This design comes from an exercise in tuning for small area, a short achievable clock period and few clock cycles on the open sky130 flow, not from production work.
Function was checked by simulation only, so behaviour that the tests miss may differ from the original.

==> inputs of 02-05 <==
==> flow/design.v <==
module ascon_hash (
    input  logic        clk,
    input  logic        rst,
    input  logic        in_valid,
    input  logic [15:0] in_data,
    input  logic [3:0]  in_kind,
    input  logic        in_last,
    output logic        in_credit,
    input  logic        out_credit,
    output logic        out_valid,
    output logic [15:0] out_data,
    output logic [3:0]  out_kind,
    output logic        out_last
);
    localparam int UNROLL = 2;
    localparam int NPH    = 12 / UNROLL;
    localparam int PH_W   = (NPH > 1) ? $clog2(NPH) : 1;
    localparam logic [319:0] HASH_IV =
        320'hee9398aadb67f03d8bb21831c60f1002b48a92db98d5da6243189921b8f8e3e8348fa5c9d525e140;
    localparam logic [319:0] XOF_IV =
        320'hb57e273b814cd4162b51042562ae242066a3a7768ddf22185aad0a7a8153650c4f3e0e32539493b6;
    localparam logic [1:0] P_IDLE = 2'd0, P_LEN0 = 2'd1, P_LEN1 = 2'd2, P_ABS = 2'd3;
    function automatic logic [63:0] ror(input logic [63:0] x, input int n);
        ror = (x >> n) | (x << (64 - n));
    endfunction
    function automatic logic [319:0] perm_round(input logic [319:0] s, input logic [7:0] rc);
        logic [63:0] x0, x1, x2, x3, x4;
        logic [63:0] t0, t1, t2, t3, t4;
        {x0, x1, x2, x3, x4} = s;
        x2 = x2 ^ {56'd0, rc};
        x0 = x0 ^ x4;
        x4 = x4 ^ x3;
        x2 = x2 ^ x1;
        t0 = ~x0 & x1;
        t1 = ~x1 & x2;
        t2 = ~x2 & x3;
        t3 = ~x3 & x4;
        t4 = ~x4 & x0;
        x0 = x0 ^ t1;
        x1 = x1 ^ t2;
        x2 = x2 ^ t3;
        x3 = x3 ^ t4;
        x4 = x4 ^ t0;
        x1 = x1 ^ x0;
        x0 = x0 ^ x4;
        x3 = x3 ^ x2;
        x2 = ~x2;
        x0 = x0 ^ ror(x0, 19) ^ ror(x0, 28);
        x1 = x1 ^ ror(x1, 61) ^ ror(x1, 39);
        x2 = x2 ^ ror(x2, 1) ^ ror(x2, 6);
        x3 = x3 ^ ror(x3, 10) ^ ror(x3, 17);
        x4 = x4 ^ ror(x4, 7) ^ ror(x4, 41);
        perm_round = {x0, x1, x2, x3, x4};
    endfunction
    logic [1:0]   pst;
    logic [1:0]   wcnt;           
    logic         job_started;    
    logic         jpend;          
    logic [63:0]  acc;            
    logic [2:0]   acc_cnt;        
    logic         blk_done;       
    logic         blk_abs;        
    logic         acc_last;       
    logic         xof_next;
    logic [31:4]  len_next;
    logic         len_next_lo;    
    logic [2:0]   abort_cnt;      
    logic [2:0]   owed;           
    logic [319:0] st;
    logic         eng_active;
    logic         eng_busy;       
    logic         eng_sq;         
    logic [PH_W-1:0] ph;
    logic         xacc;           
    logic [31:4]  remain;
    logic         remain_lo;
    logic         last_chunk;
    logic         len_zero;
    logic [63:0]  obuf;
    logic [2:0]   tn;             
    logic         tfin;
    logic         tabort;
    logic [6:0]   ocred;
    assign out_data = obuf[63:48];
    assign out_kind = {3'b010, tabort};
    logic k_conf, k_len, k_msg;
    logic take_conf, take_len, take_msg, abort_beat, abort_abs, kill;
    logic new_job;
    assign k_conf = (in_kind == 4'h1);
    assign k_len  = (in_kind == 4'h2);
    assign k_msg  = (in_kind == 4'h3);
    assign take_conf  = in_valid && pst == P_IDLE && k_conf;
    assign take_len   = in_valid && (pst == P_LEN0 || pst == P_LEN1) && k_len;
    assign take_msg   = in_valid && pst == P_ABS && k_msg && !(in_last && wcnt != 2'd3);
    assign abort_beat = in_valid && !take_conf && !take_len && !take_msg;
    assign abort_abs  = abort_beat && pst == P_ABS;
    assign kill       = abort_abs && (job_started || new_job);
    logic tx_free, absorb_wait, decide_sq, sq_out, sq_cont, sq_end, abs_go, run;
    logic eng_free, flush, absorb, abort_emit;
    assign tx_free     = (tn == 3'd0) || (tn == 3'd1 && out_valid);
    assign absorb_wait = eng_active && !eng_busy && !eng_sq;
    assign decide_sq   = eng_active && !eng_busy && eng_sq;
    assign sq_out      = decide_sq && !len_zero && tx_free;
    assign sq_cont     = sq_out && !last_chunk;
    assign sq_end      = decide_sq && (len_zero || (tx_free && last_chunk));
    assign abs_go      = absorb_wait && blk_abs;
    assign run         = eng_busy || abs_go || sq_cont;
    assign eng_free    = !eng_active || sq_end;
    assign new_job     = eng_free && jpend && abort_cnt == 3'd0;
    assign abort_emit  = !eng_active && abort_cnt != 3'd0 && tx_free;
    assign flush       = new_job || (absorb_wait && !blk_abs);
    assign absorb      = flush || xacc;
    logic [319:0] iv;
    assign iv = xof_next ? XOF_IV : HASH_IV;
    logic [319:0] rout;
    logic [3:0]   rn;
    always_comb begin
        rout = st;
        for (int r = 0; r < UNROLL; r++) begin
            rn = 4'(ph * UNROLL + r);
            rout = perm_round(rout, {4'hf - rn, rn});
        end
    end
    logic [319:0] st_n;
    always_comb begin
        if (run) begin
            st_n = rout;
            st_n[319:256] = st_n[319:256] ^ (acc & {64{xacc}});
        end else begin
            st_n = new_job ? iv : st;
            st_n[319:256] = st_n[319:256] ^ (acc & {64{flush}});
        end
    end
    logic         eng_active_n, eng_busy_n, eng_sq_n;
    logic [PH_W-1:0] ph_n;
    logic [31:4]  remain_n;
    logic         remain_lo_n;
    logic [2:0]   nwords;
    logic [2:0]   rel_fast;
    logic [2:0]   owed_all;
    logic [2:0]   tn_n;
    logic         tfin_n;
    logic         ov_n;
    assign nwords = !last_chunk ? 3'd4 : (remain[5:4] == 2'd0) ? 3'd4 : {1'b0, remain[5:4]};
    always_comb begin
        eng_active_n = eng_active;
        eng_busy_n   = eng_busy && (ph != PH_W'(NPH - 1));
        eng_sq_n     = eng_sq;
        remain_n     = remain;
        remain_lo_n  = remain_lo;
        if (sq_end) begin
            eng_active_n = 1'b0;
        end
        if (sq_cont) begin
            eng_busy_n = (NPH > 1);
            remain_n = remain - 28'd4;
        end
        if (new_job) begin
            eng_active_n = 1'b1;
            eng_sq_n = 1'b0;
            remain_n = xof_next ? len_next : 28'd16;
            remain_lo_n = xof_next ? len_next_lo : 1'b0;
        end
        if (abs_go) begin
            eng_busy_n = (NPH > 1);
            eng_sq_n = acc_last;
        end
        if (kill) begin
            eng_active_n = 1'b0;
            eng_busy_n = 1'b0;
        end
        ph_n = eng_busy_n ? ph + 1'b1 : '0;
    end
    always_comb begin
        tn_n = tn - 3'(out_valid);
        tfin_n = tfin;
        if (sq_out) begin
            tn_n = nwords;
            tfin_n = last_chunk;
        end else if (abort_emit) begin
            tn_n = 3'd1;
            tfin_n = 1'b1;
        end
        ov_n = (tn_n != 3'd0) && (ocred != 7'd0);
    end
    assign rel_fast = ((absorb || abort_abs) ? acc_cnt : 3'd0) + 3'(abort_emit);
    assign owed_all = owed + rel_fast;
    always_ff @(posedge clk) begin
        st <= st_n;
        for (int w = 0; w < 4; w++) begin
            if (take_msg && wcnt == 2'(w)) begin
                acc[63 - 16 * w -: 16] <= in_data;
            end else if (!rst || absorb || abort_abs) begin
                acc[63 - 16 * w -: 16] <= 16'h0000;
            end
        end
        if (take_conf) begin
            xof_next <= in_data[0];
        end
        if (take_len) begin
            if (pst == P_LEN0) begin
                len_next[31:16] <= in_data;
            end else begin
                len_next[15:4] <= in_data[15:4];
                len_next_lo <= |in_data[3:0];
            end
        end
        remain <= remain_n;
        remain_lo <= remain_lo_n;
        last_chunk <= (remain_n[31:7] == '0) &&
                      (!remain_n[6] || (remain_n[5:4] == 2'd0 && !remain_lo_n));
        len_zero <= (remain_n == '0) && !remain_lo_n;
        if (sq_out) begin
            obuf <= st[319:256];
        end else if (abort_emit) begin
            obuf <= '0;
        end else if (out_valid) begin
            obuf <= {obuf[47:0], 16'h0000};
        end
        if (sq_out) begin
            tabort <= 1'b0;
        end else if (abort_emit) begin
            tabort <= 1'b1;
        end
        if (take_msg && wcnt == 2'd3) begin
            acc_last <= in_last;
        end
    end
    always_ff @(posedge clk) begin
        if (!rst) begin
            pst <= P_IDLE;
            wcnt <= 2'd0;
            job_started <= 1'b0;
            jpend <= 1'b0;
            acc_cnt <= 3'd0;
            blk_done <= 1'b0;
            blk_abs <= 1'b0;
            abort_cnt <= 3'd0;
            owed <= 3'd0;
            in_credit <= 1'b0;
            eng_active <= 1'b0;
            eng_busy <= 1'b0;
            eng_sq <= 1'b0;
            ph <= '0;
            xacc <= 1'b0;
            tn <= 3'd0;
            tfin <= 1'b0;
            out_valid <= 1'b0;
            out_last <= 1'b0;
            ocred <= 7'd0;
        end else begin
            if (take_conf) begin
                pst <= in_data[0] ? P_LEN0 : P_ABS;
                wcnt <= 2'd0;
                job_started <= 1'b0;
            end
            if (take_len) begin
                pst <= (pst == P_LEN0) ? P_LEN1 : P_ABS;
            end
            if (take_msg) begin
                wcnt <= wcnt + 2'd1;
                if (wcnt == 2'd3 && in_last) begin
                    pst <= P_IDLE;
                end
            end
            if (abort_beat) begin
                pst <= P_IDLE;
                wcnt <= 2'd0;
            end
            if (new_job) begin
                job_started <= 1'b1;
            end
            jpend <= (jpend && !new_job && !abort_beat) ||
                     (take_conf && !in_data[0]) || (take_len && pst == P_LEN1);
            if (absorb && blk_done) begin
                blk_abs <= 1'b1;
            end
            if (take_msg && wcnt == 2'd3) begin
                blk_done <= 1'b1;
            end
            if (abs_go || abort_abs) begin
                blk_done <= 1'b0;
                blk_abs <= 1'b0;
            end
            if (absorb || abort_abs) begin
                acc_cnt <= 3'(take_msg);
            end else begin
                acc_cnt <= acc_cnt + 3'(take_msg);
            end
            abort_cnt <= abort_cnt + 3'(abort_beat) - 3'(abort_emit);
            in_credit <= (owed_all != 3'd0);
            owed <= owed_all - 3'(owed_all != 3'd0) + 3'(take_conf || take_len);
            eng_active <= eng_active_n;
            eng_busy <= eng_busy_n;
            eng_sq <= eng_sq_n;
            ph <= ph_n;
            xacc <= eng_busy_n && ph_n == PH_W'(NPH - 1) && !eng_sq_n;
            tn <= tn_n;
            tfin <= tfin_n;
            out_valid <= ov_n;
            out_last <= ov_n && tfin_n && tn_n == 3'd1;
            ocred <= ocred + 7'(out_credit) - 7'(ov_n);
        end
    end
endmodule
==> flow/run.sh <==
#!/bin/bash
# synth_recipe.tcl (not shown) runs the flow's synth.tcl, then flattens the netlist and writes it again
# the make line also repeats each setting of config.mk as NAME=value (left out here)
make -C /OpenROAD-flow-scripts/flow DESIGN_CONFIG=/design/flow/config.mk WORK_HOME=/design/flow/orfs CLKGATE_MAP_FILE= SYNTH_SCRIPT=/design/flow/synth_recipe.tcl finish
==> flow/config.mk <==
export PLATFORM = sky130hd
export DESIGN_NAME = ascon_hash
export DESIGN_NICKNAME = ascon_hash
export VERILOG_FILES = /design/flow/design.v
export SDC_FILE = /design/flow/constraint.sdc
export NUM_CORES = 4
export LEC_CHECK = 0
export CAP_MARGIN = 20
export CORE_MARGIN = 2
export CORE_UTILIZATION = 55
export SLEW_MARGIN = 20
==> flow/constraint.sdc <==
create_clock -name core_clock -period 10.0 [get_ports {clk}]
set_input_delay 2.0000 -clock core_clock [delete_from_list [all_inputs] [get_ports {clk}]]
set_output_delay 2.0000 -clock core_clock [all_outputs]
set_load 0.01 [all_outputs]
==> 09-12 (differences from 02-05) <==
--- a/flow/design.v
+++ b/flow/design.v
@@ -60,5 +60,4 @@
     logic [2:0]   acc_cnt;        
     logic         blk_done;       
-    logic         blk_abs;        
     logic         acc_last;       
     logic         xof_next;
@@ -72,9 +71,10 @@
     logic         eng_sq;         
     logic [PH_W-1:0] ph;
-    logic         xacc;           
     logic [31:4]  remain;
     logic         remain_lo;
     logic         last_chunk;
     logic         len_zero;
+    logic         new_job;        
+    logic         acc_sel;        
     logic [63:0]  obuf;
     logic [2:0]   tn;             
@@ -85,6 +85,5 @@
     assign out_kind = {3'b010, tabort};
     logic k_conf, k_len, k_msg;
-    logic take_conf, take_len, take_msg, abort_beat, abort_abs, kill;
-    logic new_job;
+    logic take_conf, take_len, take_msg, abort_beat, kill;
     assign k_conf = (in_kind == 4'h1);
     assign k_len  = (in_kind == 4'h2);
@@ -94,8 +93,7 @@
     assign take_msg   = in_valid && pst == P_ABS && k_msg && !(in_last && wcnt != 2'd3);
     assign abort_beat = in_valid && !take_conf && !take_len && !take_msg;
-    assign abort_abs  = abort_beat && pst == P_ABS;
-    assign kill       = abort_abs && (job_started || new_job);
+    assign kill       = abort_beat && pst == P_ABS && (job_started || new_job);
     logic tx_free, absorb_wait, decide_sq, sq_out, sq_cont, sq_end, abs_go, run;
-    logic eng_free, flush, absorb, abort_emit;
+    logic abort_emit;
     assign tx_free     = (tn == 3'd0) || (tn == 3'd1 && out_valid);
     assign absorb_wait = eng_active && !eng_busy && !eng_sq;
@@ -104,17 +102,18 @@
     assign sq_cont     = sq_out && !last_chunk;
     assign sq_end      = decide_sq && (len_zero || (tx_free && last_chunk));
-    assign abs_go      = absorb_wait && blk_abs;
+    assign abs_go      = (absorb_wait || new_job) && blk_done;
     assign run         = eng_busy || abs_go || sq_cont;
-    assign eng_free    = !eng_active || sq_end;
-    assign new_job     = eng_free && jpend && abort_cnt == 3'd0;
     assign abort_emit  = !eng_active && abort_cnt != 3'd0 && tx_free;
-    assign flush       = new_job || (absorb_wait && !blk_abs);
-    assign absorb      = flush || xacc;
+    logic [319:0] rin;
     logic [319:0] iv;
     assign iv = xof_next ? XOF_IV : HASH_IV;
+    always_comb begin
+        rin = new_job ? iv : st;
+        rin[319:256] = rin[319:256] ^ (acc & {64{acc_sel}});
+    end
     logic [319:0] rout;
     logic [3:0]   rn;
     always_comb begin
-        rout = st;
+        rout = rin;
         for (int r = 0; r < UNROLL; r++) begin
             rn = 4'(ph * UNROLL + r);
@@ -122,24 +121,15 @@
         end
     end
-    logic [319:0] st_n;
-    always_comb begin
-        if (run) begin
-            st_n = rout;
-            st_n[319:256] = st_n[319:256] ^ (acc & {64{xacc}});
-        end else begin
-            st_n = new_job ? iv : st;
-            st_n[319:256] = st_n[319:256] ^ (acc & {64{flush}});
-        end
-    end
     logic         eng_active_n, eng_busy_n, eng_sq_n;
-    logic [PH_W-1:0] ph_n;
     logic [31:4]  remain_n;
     logic         remain_lo_n;
+    logic         last_chunk_n, len_zero_n;
     logic [2:0]   nwords;
-    logic [2:0]   rel_fast;
-    logic [2:0]   owed_all;
+    logic         jpend_n;
+    logic [2:0]   abort_cnt_n;
     logic [2:0]   tn_n;
     logic         tfin_n;
     logic         ov_n;
+    logic         tx_free_n, sq_end_n, new_job_n, acc_sel_n;
     assign nwords = !last_chunk ? 3'd4 : (remain[5:4] == 2'd0) ? 3'd4 : {1'b0, remain[5:4]};
     always_comb begin
@@ -170,6 +160,11 @@
             eng_busy_n = 1'b0;
         end
-        ph_n = eng_busy_n ? ph + 1'b1 : '0;
     end
+    assign last_chunk_n = (remain_n[31:7] == '0) &&
+                          (!remain_n[6] || (remain_n[5:4] == 2'd0 && !remain_lo_n));
+    assign len_zero_n   = (remain_n == '0) && !remain_lo_n;
+    assign jpend_n = (jpend && !new_job && !abort_beat) ||
+                     (take_conf && !in_data[0]) || (take_len && pst == P_LEN1);
+    assign abort_cnt_n = abort_cnt + 3'(abort_beat) - 3'(abort_emit);
     always_comb begin
         tn_n = tn - 3'(out_valid);
@@ -184,12 +179,19 @@
         ov_n = (tn_n != 3'd0) && (ocred != 7'd0);
     end
-    assign rel_fast = ((absorb || abort_abs) ? acc_cnt : 3'd0) + 3'(abort_emit);
-    assign owed_all = owed + rel_fast;
+    assign tx_free_n = (tn_n == 3'd0) || (tn_n == 3'd1 && ov_n);
+    assign sq_end_n  = eng_active_n && !eng_busy_n && eng_sq_n &&
+                       (len_zero_n || (tx_free_n && last_chunk_n));
+    assign new_job_n = (!eng_active_n || sq_end_n) && jpend_n && abort_cnt_n == 3'd0;
+    assign acc_sel_n = new_job_n || (eng_active_n && !eng_busy_n && !eng_sq_n);
     always_ff @(posedge clk) begin
-        st <= st_n;
+        if (run) begin
+            st <= rout;
+        end else begin
+            st <= rin;
+        end
         for (int w = 0; w < 4; w++) begin
             if (take_msg && wcnt == 2'(w)) begin
                 acc[63 - 16 * w -: 16] <= in_data;
-            end else if (!rst || absorb || abort_abs) begin
+            end else if (!rst || acc_sel || abort_beat) begin
                 acc[63 - 16 * w -: 16] <= 16'h0000;
             end
@@ -208,7 +210,6 @@
         remain <= remain_n;
         remain_lo <= remain_lo_n;
-        last_chunk <= (remain_n[31:7] == '0) &&
-                      (!remain_n[6] || (remain_n[5:4] == 2'd0 && !remain_lo_n));
-        len_zero <= (remain_n == '0) && !remain_lo_n;
+        last_chunk <= last_chunk_n;
+        len_zero <= len_zero_n;
         if (sq_out) begin
             obuf <= st[319:256];
@@ -223,4 +224,7 @@
             tabort <= 1'b1;
         end
+        if (abs_go) begin
+            acc_last <= 1'b0;
+        end
         if (take_msg && wcnt == 2'd3) begin
             acc_last <= in_last;
@@ -235,5 +239,4 @@
             acc_cnt <= 3'd0;
             blk_done <= 1'b0;
-            blk_abs <= 1'b0;
             abort_cnt <= 3'd0;
             owed <= 3'd0;
@@ -243,5 +246,6 @@
             eng_sq <= 1'b0;
             ph <= '0;
-            xacc <= 1'b0;
+            new_job <= 1'b0;
+            acc_sel <= 1'b0;
             tn <= 3'd0;
             tfin <= 1'b0;
@@ -271,29 +275,27 @@
                 job_started <= 1'b1;
             end
-            jpend <= (jpend && !new_job && !abort_beat) ||
-                     (take_conf && !in_data[0]) || (take_len && pst == P_LEN1);
-            if (absorb && blk_done) begin
-                blk_abs <= 1'b1;
+            jpend <= jpend_n;
+            if (abs_go || abort_beat) begin
+                blk_done <= 1'b0;
             end
             if (take_msg && wcnt == 2'd3) begin
                 blk_done <= 1'b1;
             end
-            if (abs_go || abort_abs) begin
-                blk_done <= 1'b0;
-                blk_abs <= 1'b0;
-            end
-            if (absorb || abort_abs) begin
+            if (acc_sel || abort_beat) begin
                 acc_cnt <= 3'(take_msg);
             end else begin
                 acc_cnt <= acc_cnt + 3'(take_msg);
             end
-            abort_cnt <= abort_cnt + 3'(abort_beat) - 3'(abort_emit);
-            in_credit <= (owed_all != 3'd0);
-            owed <= owed_all - 3'(owed_all != 3'd0) + 3'(take_conf || take_len);
+            abort_cnt <= abort_cnt_n;
+            owed <= owed - 3'(owed != 3'd0) + 3'(take_conf || take_len)
+                    + ((acc_sel || abort_beat) ? acc_cnt : 3'd0)
+                    + 3'(abort_emit);
+            in_credit <= (owed != 3'd0);
             eng_active <= eng_active_n;
             eng_busy <= eng_busy_n;
             eng_sq <= eng_sq_n;
-            ph <= ph_n;
-            xacc <= eng_busy_n && ph_n == PH_W'(NPH - 1) && !eng_sq_n;
+            ph <= eng_busy_n ? ph + 1'b1 : '0;
+            new_job <= new_job_n;
+            acc_sel <= acc_sel_n;
             tn <= tn_n;
             tfin <= tfin_n;
==> flow/flow/run.sh (new file) <==
#!/bin/bash
# The standard layout, with timing repair asked to leave extra setup slack
# at the design's own clock period and constraints.
set -euo pipefail
bash standard.sh SETUP_SLACK_MARGIN=6.5 finish > standard_flow.log 2>&1
==> flow/standard.sh (new file) <==
#!/bin/bash
# synth_recipe.tcl (not shown) runs the flow's synth.tcl, then flattens the netlist and writes it again
# the make line also repeats each setting of config.mk as NAME=value (left out here)
make -C /OpenROAD-flow-scripts/flow DESIGN_CONFIG=/design/flow/config.mk WORK_HOME=/design/flow/orfs CLKGATE_MAP_FILE= SYNTH_SCRIPT=/design/flow/synth_recipe.tcl "${@:-finish}"
removed: flow/run.sh
==> 01-16 (differences from 02-05) <==
--- a/flow/design.v
+++ b/flow/design.v
@@ -24,9 +24,8 @@
         ror = (x >> n) | (x << (64 - n));
     endfunction
-    function automatic logic [319:0] perm_round(input logic [319:0] s, input logic [7:0] rc);
+    function automatic logic [319:0] perm_round(input logic [319:0] s);
         logic [63:0] x0, x1, x2, x3, x4;
         logic [63:0] t0, t1, t2, t3, t4;
         {x0, x1, x2, x3, x4} = s;
-        x2 = x2 ^ {56'd0, rc};
         x0 = x0 ^ x4;
         x4 = x4 ^ x3;
@@ -84,14 +83,15 @@
     assign out_data = obuf[63:48];
     assign out_kind = {3'b010, tabort};
-    logic k_conf, k_len, k_msg;
+    logic        b_valid;
+    logic [15:0] b_data;
+    logic        b_last;
+    logic        k_conf, k_len, k_msg;
+    logic        ocr_q;
     logic take_conf, take_len, take_msg, abort_beat, abort_abs, kill;
     logic new_job;
-    assign k_conf = (in_kind == 4'h1);
-    assign k_len  = (in_kind == 4'h2);
-    assign k_msg  = (in_kind == 4'h3);
-    assign take_conf  = in_valid && pst == P_IDLE && k_conf;
-    assign take_len   = in_valid && (pst == P_LEN0 || pst == P_LEN1) && k_len;
-    assign take_msg   = in_valid && pst == P_ABS && k_msg && !(in_last && wcnt != 2'd3);
-    assign abort_beat = in_valid && !take_conf && !take_len && !take_msg;
+    assign take_conf  = b_valid && pst == P_IDLE && k_conf;
+    assign take_len   = b_valid && (pst == P_LEN0 || pst == P_LEN1) && k_len;
+    assign take_msg   = b_valid && pst == P_ABS && k_msg && !(b_last && wcnt != 2'd3);
+    assign abort_beat = b_valid && !take_conf && !take_len && !take_msg;
     assign abort_abs  = abort_beat && pst == P_ABS;
     assign kill       = abort_abs && (job_started || new_job);
@@ -112,5 +112,8 @@
     assign absorb      = flush || xacc;
     logic [319:0] iv;
-    assign iv = xof_next ? XOF_IV : HASH_IV;
+    assign iv = (xof_next ? XOF_IV : HASH_IV) ^ {184'd0, 8'hf0, 128'd0};
+    function automatic logic [7:0] rconst(input int n);
+        rconst = {4'(15 - (n % 12)), 4'(n % 12)};
+    endfunction
     logic [319:0] rout;
     logic [3:0]   rn;
@@ -118,6 +121,7 @@
         rout = st;
         for (int r = 0; r < UNROLL; r++) begin
-            rn = 4'(ph * UNROLL + r);
-            rout = perm_round(rout, {4'hf - rn, rn});
+            rn = 4'((ph * UNROLL + r + 1) % 12);
+            rout = perm_round(rout);
+            rout[135:128] = rout[135:128] ^ {4'hf - rn, rn};
         end
     end
@@ -137,9 +141,11 @@
     logic         remain_lo_n;
     logic [2:0]   nwords;
-    logic [2:0]   rel_fast;
+    logic [2:0]   rel_q;          
     logic [2:0]   owed_all;
     logic [2:0]   tn_n;
     logic         tfin_n;
     logic         ov_n;
+    logic [6:0]   ocred_n;        
+    assign ocred_n = ocred + 7'(ocr_q) - 7'(out_valid);
     assign nwords = !last_chunk ? 3'd4 : (remain[5:4] == 2'd0) ? 3'd4 : {1'b0, remain[5:4]};
     always_comb begin
@@ -182,13 +188,18 @@
             tfin_n = 1'b1;
         end
-        ov_n = (tn_n != 3'd0) && (ocred != 7'd0);
+        ov_n = (tn_n != 3'd0) && (ocred_n != 7'd0);
     end
-    assign rel_fast = ((absorb || abort_abs) ? acc_cnt : 3'd0) + 3'(abort_emit);
-    assign owed_all = owed + rel_fast;
+    logic       rel_now;
+    logic [2:0] rel_x;
+    logic       cred_n;
+    assign rel_now  = xacc || (absorb_wait && !blk_abs);
+    assign rel_x    = rel_now ? acc_cnt : 3'd0;
+    assign owed_all = owed + rel_q + rel_x;
+    assign cred_n   = (owed != 3'd0) || (rel_q != 3'd0) || (rel_now && acc_cnt != 3'd0);
     always_ff @(posedge clk) begin
         st <= st_n;
         for (int w = 0; w < 4; w++) begin
-            if (take_msg && wcnt == 2'(w)) begin
-                acc[63 - 16 * w -: 16] <= in_data;
+            if (rst && take_msg && wcnt == 2'(w)) begin
+                acc[63 - 16 * w -: 16] <= b_data;
             end else if (!rst || absorb || abort_abs) begin
                 acc[63 - 16 * w -: 16] <= 16'h0000;
@@ -196,12 +207,12 @@
         end
         if (take_conf) begin
-            xof_next <= in_data[0];
+            xof_next <= b_data[0];
         end
         if (take_len) begin
             if (pst == P_LEN0) begin
-                len_next[31:16] <= in_data;
+                len_next[31:16] <= b_data;
             end else begin
-                len_next[15:4] <= in_data[15:4];
-                len_next_lo <= |in_data[3:0];
+                len_next[15:4] <= b_data[15:4];
+                len_next_lo <= |b_data[3:0];
             end
         end
@@ -224,6 +235,11 @@
         end
         if (take_msg && wcnt == 2'd3) begin
-            acc_last <= in_last;
+            acc_last <= b_last;
         end
+        b_data <= in_data;
+        b_last <= in_last;
+        k_conf <= (in_kind == 4'h1);
+        k_len  <= (in_kind == 4'h2);
+        k_msg  <= (in_kind == 4'h3);
     end
     always_ff @(posedge clk) begin
@@ -238,4 +254,5 @@
             abort_cnt <= 3'd0;
             owed <= 3'd0;
+            rel_q <= 3'd0;
             in_credit <= 1'b0;
             eng_active <= 1'b0;
@@ -249,7 +266,11 @@
             out_last <= 1'b0;
             ocred <= 7'd0;
+            b_valid <= 1'b0;
+            ocr_q <= 1'b0;
         end else begin
+            b_valid <= in_valid;
+            ocr_q <= out_credit;
             if (take_conf) begin
-                pst <= in_data[0] ? P_LEN0 : P_ABS;
+                pst <= b_data[0] ? P_LEN0 : P_ABS;
                 wcnt <= 2'd0;
                 job_started <= 1'b0;
@@ -260,5 +281,5 @@
             if (take_msg) begin
                 wcnt <= wcnt + 2'd1;
-                if (wcnt == 2'd3 && in_last) begin
+                if (wcnt == 2'd3 && b_last) begin
                     pst <= P_IDLE;
                 end
@@ -272,5 +293,5 @@
             end
             jpend <= (jpend && !new_job && !abort_beat) ||
-                     (take_conf && !in_data[0]) || (take_len && pst == P_LEN1);
+                     (take_conf && !b_data[0]) || (take_len && pst == P_LEN1);
             if (absorb && blk_done) begin
                 blk_abs <= 1'b1;
@@ -289,16 +310,18 @@
             end
             abort_cnt <= abort_cnt + 3'(abort_beat) - 3'(abort_emit);
-            in_credit <= (owed_all != 3'd0);
-            owed <= owed_all - 3'(owed_all != 3'd0) + 3'(take_conf || take_len);
+            rel_q <= (((new_job || abort_abs) && !rel_now) ? acc_cnt : 3'd0) + 3'(abort_emit)
+                     + 3'(take_conf || take_len);
+            in_credit <= cred_n;
+            owed <= owed_all - 3'(cred_n);
             eng_active <= eng_active_n;
             eng_busy <= eng_busy_n;
             eng_sq <= eng_sq_n;
             ph <= ph_n;
-            xacc <= eng_busy_n && ph_n == PH_W'(NPH - 1) && !eng_sq_n;
+            xacc <= eng_busy && ph == PH_W'(NPH - 2) && !eng_sq && !kill;
             tn <= tn_n;
             tfin <= tfin_n;
             out_valid <= ov_n;
             out_last <= ov_n && tfin_n && tn_n == 3'd1;
-            ocred <= ocred + 7'(out_credit) - 7'(ov_n);
+            ocred <= ocred_n;
         end
     end
==> flow/flow/run.sh (new file) <==
#!/bin/bash
# The standard layout, with timing repair asked to leave extra setup slack
# at the design's own clock period and constraints.
set -euo pipefail
bash standard.sh SETUP_SLACK_MARGIN=6 finish > standard_flow.log 2>&1
==> flow/standard.sh (new file) <==
#!/bin/bash
# synth_recipe.tcl (not shown) runs the flow's synth.tcl, then flattens the netlist and writes it again
# the make line also repeats each setting of config.mk as NAME=value (left out here)
make -C /OpenROAD-flow-scripts/flow DESIGN_CONFIG=/design/flow/config.mk WORK_HOME=/design/flow/orfs CLKGATE_MAP_FILE= SYNTH_SCRIPT=/design/flow/synth_recipe.tcl "${@:-finish}"
removed: flow/run.sh
==> comparison table <==
item                                                                                  01-16                           09-12                    02-05
Top sig layer                                                                          met5                               -                     met5
Count of plain and timing-repair buffers in the layout                                  367                               -                      227
Portion of synthesized cell area occupied by the leading cell type                    26.9%                           21.7%                    26.0%
Final-layout non-clock buffer area share                                              5.12%                               -                    3.16%
Average cell area after synthesis                                                 9.80 um^2                       9.81 um^2                10.0 um^2
Hold Startpoint                                                                 job_started                               -                remain_lo
Logic inverters                                                                         274                               -                      274
Overall global routing resource usage                                                 53.3%                               -                    51.2%
Tap Count                                                                             1,276                               -                    1,265
Status                                                              complete, no violations       aborted with a tool error  complete, no violations
Last stage reached                                                                        -  clock tree synthesis (4_1_cts)                        -
M1 WL                                                                             93,200 um                               -                91,900 um
Detail Route met3 WL                                                              47,300 um                               -                41,800 um
Global-route wire length before repair                                           354,000 um                               -               335,000 um
Post-route design area                                                          67,400 um^2                               -              58,300 um^2
Part of the Yosys area used for sequential elements                                   29.1%                           22.4%                    28.8%
Final worst clock skew                                                            0.0453 ns                               -                0.0423 ns
Total of fill cells in the finished design                                            7,124                               -                    8,010
Most common cell after layout, fill and taps aside                                  xnor2_1                               -                  xnor2_1
Sort of element at the start of the critical path                                  register                               -                input pin
FF+latch area                                                                   15,700 um^2                               -              15,100 um^2
Utilization after layout                                                              69.7%                               -                    61.4%
Flip-flop count of the largest register after layout                                    320                               -                      320
Starting utilization of the core area                                                 55.5%                           55.3%                    55.5%
Testbench counts of 02-05, summed over its fixed seeds: cycles 7,029.
Testbench counts of 09-12, summed over its fixed seeds: cycles 6,908.
Testbench counts of 01-16, summed over its fixed seeds: cycles 7,147.

==> port drivers added, routing unchanged <==
Ports are ideal in the flow. The routed layouts listed here were re-timed in OpenROAD.
Step 1 assumes that a clkbuf_16 drives the clock port and a buf_2 every other input.
Step 2 adds t to the input delays and takes it off the output delays; t is the mean of the earliest and latest rising clock arrival at the registers after step 1. Input paths then give back, and output paths get back, about the clock's delay inside the block.
a / b / c = no drivers / after step 1 / after step 2; a / b = the first two.
| run | shift t [ns] | slack for setup (ns) | worst register clock-pin slew, ns | worst slew at a driven data input, ns | pins driven straight from the clock port |
|---|---|---|---|---|---|
| 02-05 | 0.758 | 3.316 / 3.366 / 2.608 | 0.08 / 0.08 | 0.04 | 1 |
| 01-16 | 0.770 | 5.726 / 5.726 / 5.248 | 0.07 / 0.07 | 0.06 | 1 |
After both steps every run listed still meets setup and hold. The setup slack of 02-05, which loses most, moves by +0.050 ns with the drivers and by -0.708 ns with both steps.
